This design comes from an exercise in tuning for small area and a short achievable clock period on the open sky130 flow, not from production work. In this exercise RTL edits were held to simulation tests only and were not proved equivalent to the original. Power and IR drop assume default switching activity.

## uart_rx_recorder
module uart_rx_recorder (
  input  logic       clk,
  input  logic       rst,
  input  logic       i_valid,
  input  logic [7:0] i_data,
  input  logic       i_clear,
  input  logic [8:0] i_raddr,
  output logic [7:0] o_rdata,
  output logic [9:0] o_count,
  output logic       o_busy,
  output logic       o_done,
  output logic       o_full,
  output logic [7:0] o_checksum
);
Size in the first run: ~8,500 cells after synthesis, about 50 I/O pins.
==> module uart_rx_recorder, before the edit <==
module uart_rx_recorder (
  input  logic       clk,
  input  logic       rst,
  input  logic       i_valid,
  input  logic [7:0] i_data,
  input  logic       i_clear,
  input  logic [8:0] i_raddr,
  output logic [7:0] o_rdata,
  output logic [9:0] o_count,
  output logic       o_busy,
  output logic       o_done,
  output logic       o_full,
  output logic [7:0] o_checksum
);
  logic       busy_q, done_q;
  logic [9:0] count_q;
  logic [7:0] sum_q;
  logic       we;
  logic [9:0] count_inc;
  logic       last;
  assign we        = i_valid & ~i_clear & ~done_q;
  assign count_inc = count_q + 10'd1;
  assign last      = (i_data == 8'h00) | count_q[9] | (&count_q[8:0]);
  always_ff @(posedge clk) begin
    if (rst || i_clear) begin
      busy_q  <= 1'b0;
      done_q  <= 1'b0;
      count_q <= '0;
      sum_q   <= '0;
    end else if (we) begin
      busy_q  <= ~last;
      done_q  <= last;
      count_q <= count_inc;
      sum_q   <= sum_q + i_data;
    end
  end
  assign o_count    = count_q;
  assign o_busy     = busy_q;
  assign o_done     = done_q;
  assign o_full     = count_q[9];
  assign o_checksum = sum_q;
  logic [511:0] wsel;
  logic [511:0] rsel;
  always_comb begin
    for (int r = 0; r < 512; r++) begin
      wsel[r] = (count_q[8:0] == 9'(r));
      rsel[r] = (i_raddr == 9'(r));
    end
  end
  logic [7:0] mem [512];
  for (genvar r = 0; r < 512; r++) begin : g_row
    always_ff @(posedge clk) begin
      if (we && wsel[r]) mem[r] <= i_data;
    end
  end
  logic [7:0] rd;
  for (genvar b = 0; b < 8; b++) begin : g_bit
    logic [63:0]  l1;
    logic [31:0]  l2_n;
    logic [7:0]   l3;
    logic [3:0]   l4_n;
    for (genvar i = 0; i < 64; i++) begin : g_l1
      uart_rx_recorder_or8 u (.s(rsel[8*i +: 8]), .d({mem[8*i+7][b], mem[8*i+6][b], mem[8*i+5][b], mem[8*i+4][b],
                                                   mem[8*i+3][b], mem[8*i+2][b], mem[8*i+1][b], mem[8*i][b]}),
                              .y(l1[i]));
    end
    for (genvar i = 0; i < 32; i++) begin : g_l2
      uart_rx_recorder_nor2 u (.a(l1[2*i]), .b(l1[2*i+1]), .y(l2_n[i]));
    end
    for (genvar i = 0; i < 8; i++) begin : g_l3
      uart_rx_recorder_nand4 u (.a(l2_n[4*i]), .b(l2_n[4*i+1]), .c(l2_n[4*i+2]), .d(l2_n[4*i+3]), .y(l3[i]));
    end
    for (genvar i = 0; i < 4; i++) begin : g_l4
      uart_rx_recorder_nor2 u (.a(l3[2*i]), .b(l3[2*i+1]), .y(l4_n[i]));
    end
    assign rd[b] = ~(&l4_n);
  end
  always_ff @(posedge clk) begin
    if (rst) o_rdata <= '0;
    else     o_rdata <= rd;
  end
endmodule
make LEC_CHECK=0 CAP_MARGIN=20 CORE_MARGIN=2 CORE_UTILIZATION=40 CTS_CLUSTER_DIAMETER=60 CTS_CLUSTER_SIZE=30 GPL_TIMING_DRIVEN=0 SETUP_SLACK_MARGIN=1.5 SLEW_MARGIN=20 SYNTH_HIERARCHICAL=1 TNS_END_PERCENT=5 finish   # period 3.5 ns
run.sh (not shown) runs the stock make flow with config.mk's settings and CLKGATE_MAP_FILE= SYNTH_SCRIPT=/design/flow/synth_recipe.tcl, a recipe that flattens the netlist after the stock synthesis.
==> next run, changes <==
--- a/flow/design.v
+++ b/flow/design.v
@@ -36,24 +36,34 @@
   end
   assign o_count    = count_q;
   assign o_busy     = busy_q;
   assign o_done     = done_q;
   assign o_full     = count_q[9];
   assign o_checksum = sum_q;
-  logic [511:0] wsel;
+  logic [7:0] wa_q, wb_q, wc_q;
+  always_ff @(posedge clk) begin
+    if (rst || i_clear) begin
+      wa_q <= 8'd1;
+      wb_q <= 8'd1;
+      wc_q <= 8'd1;
+    end else if (we) begin
+      wa_q <= {wa_q[6:0], wa_q[7]};
+      if (wa_q[7]) wb_q <= {wb_q[6:0], wb_q[7]};
+      if (wa_q[7] && wb_q[7]) wc_q <= {wc_q[6:0], wc_q[7]};
+    end
+  end
+  logic [63:0]  wbc;
   logic [511:0] rsel;
   always_comb begin
-    for (int r = 0; r < 512; r++) begin
-      wsel[r] = (count_q[8:0] == 9'(r));
-      rsel[r] = (i_raddr == 9'(r));
-    end
+    for (int k = 0; k < 64; k++) wbc[k] = we & wb_q[k % 8] & wc_q[k / 8];
+    for (int r = 0; r < 512; r++) rsel[r] = (i_raddr == 9'(r));
   end
   logic [7:0] mem [512];
   for (genvar r = 0; r < 512; r++) begin : g_row
     always_ff @(posedge clk) begin
-      if (we && wsel[r]) mem[r] <= i_data;
+      if (wa_q[r % 8] && wbc[r / 8]) mem[r] <= i_data;
     end
   end
   logic [7:0] rd;
   for (genvar b = 0; b < 8; b++) begin : g_bit
     logic [63:0]  l1;
     logic [31:0]  l2_n;
@@ -70,13 +80,17 @@
     for (genvar i = 0; i < 8; i++) begin : g_l3
       uart_rx_recorder_nand4 u (.a(l2_n[4*i]), .b(l2_n[4*i+1]), .c(l2_n[4*i+2]), .d(l2_n[4*i+3]), .y(l3[i]));
     end
     for (genvar i = 0; i < 4; i++) begin : g_l4
       uart_rx_recorder_nor2 u (.a(l3[2*i]), .b(l3[2*i+1]), .y(l4_n[i]));
     end
-    assign rd[b] = ~(&l4_n);
+    logic [1:0] l5;
+    for (genvar i = 0; i < 2; i++) begin : g_l5
+      uart_rx_recorder_nand2 u (.a(l4_n[2*i]), .b(l4_n[2*i+1]), .y(l5[i]));
+    end
+    assign rd[b] = l5[0] | l5[1];
   end
   always_ff @(posedge clk) begin
     if (rst) o_rdata <= '0;
     else     o_rdata <= rd;
   end
 endmodule
@@ -96,6 +110,12 @@
 module uart_rx_recorder_nor2 (
   input  logic a, b,
   output logic y
 );
   assign y = ~(a | b);
 endmodule
+module uart_rx_recorder_nand2 (
+  input  logic a, b,
+  output logic y
+);
+  assign y = ~(a & b);
+endmodule
Combinational power stays flat.
Setup slack gets better by 0.33 ns.
Non-clock buffer count increases by 6.
Flip-flop and latch count climbs by 24.
Clock power decreases by about 2%.
Global-route usage climbs by 0.52 points.
Design area is about the same.
Worst hold slack gains 0.097 ns.

[afterwards: timing with drivers on the ports]
In the flow no input, the clock included, has a driving cell. The finished layouts below were timed again as built, in two steps. Step 1, drivers: a clkbuf_16 drives clk and a buf_2 each remaining input, both assumed. Step 2 moves the port delays by t, midway between the first and last clock arrival at a register: inputs arrive t later, outputs are due t later. That takes back most of the time a late clock gives input paths. Slacks: no drivers / after step 1 / after step 2; pairs: no drivers / after step 1.
run	shift t [ns]	setup slack, ns	worst setup path at the end	pins driven straight from the clock port
the first run	1.037	0.661 / 0.631 / -0.406	input to register	1
the second run	1.046	0.987 / 0.892 / -0.154	input to register	1
Met with ideal ports but missed after step 2: setup timing in the first run and the second run. The setup slack of the second run, which loses most, moves by -0.095 ns with the drivers and by -1.141 ns with both steps.
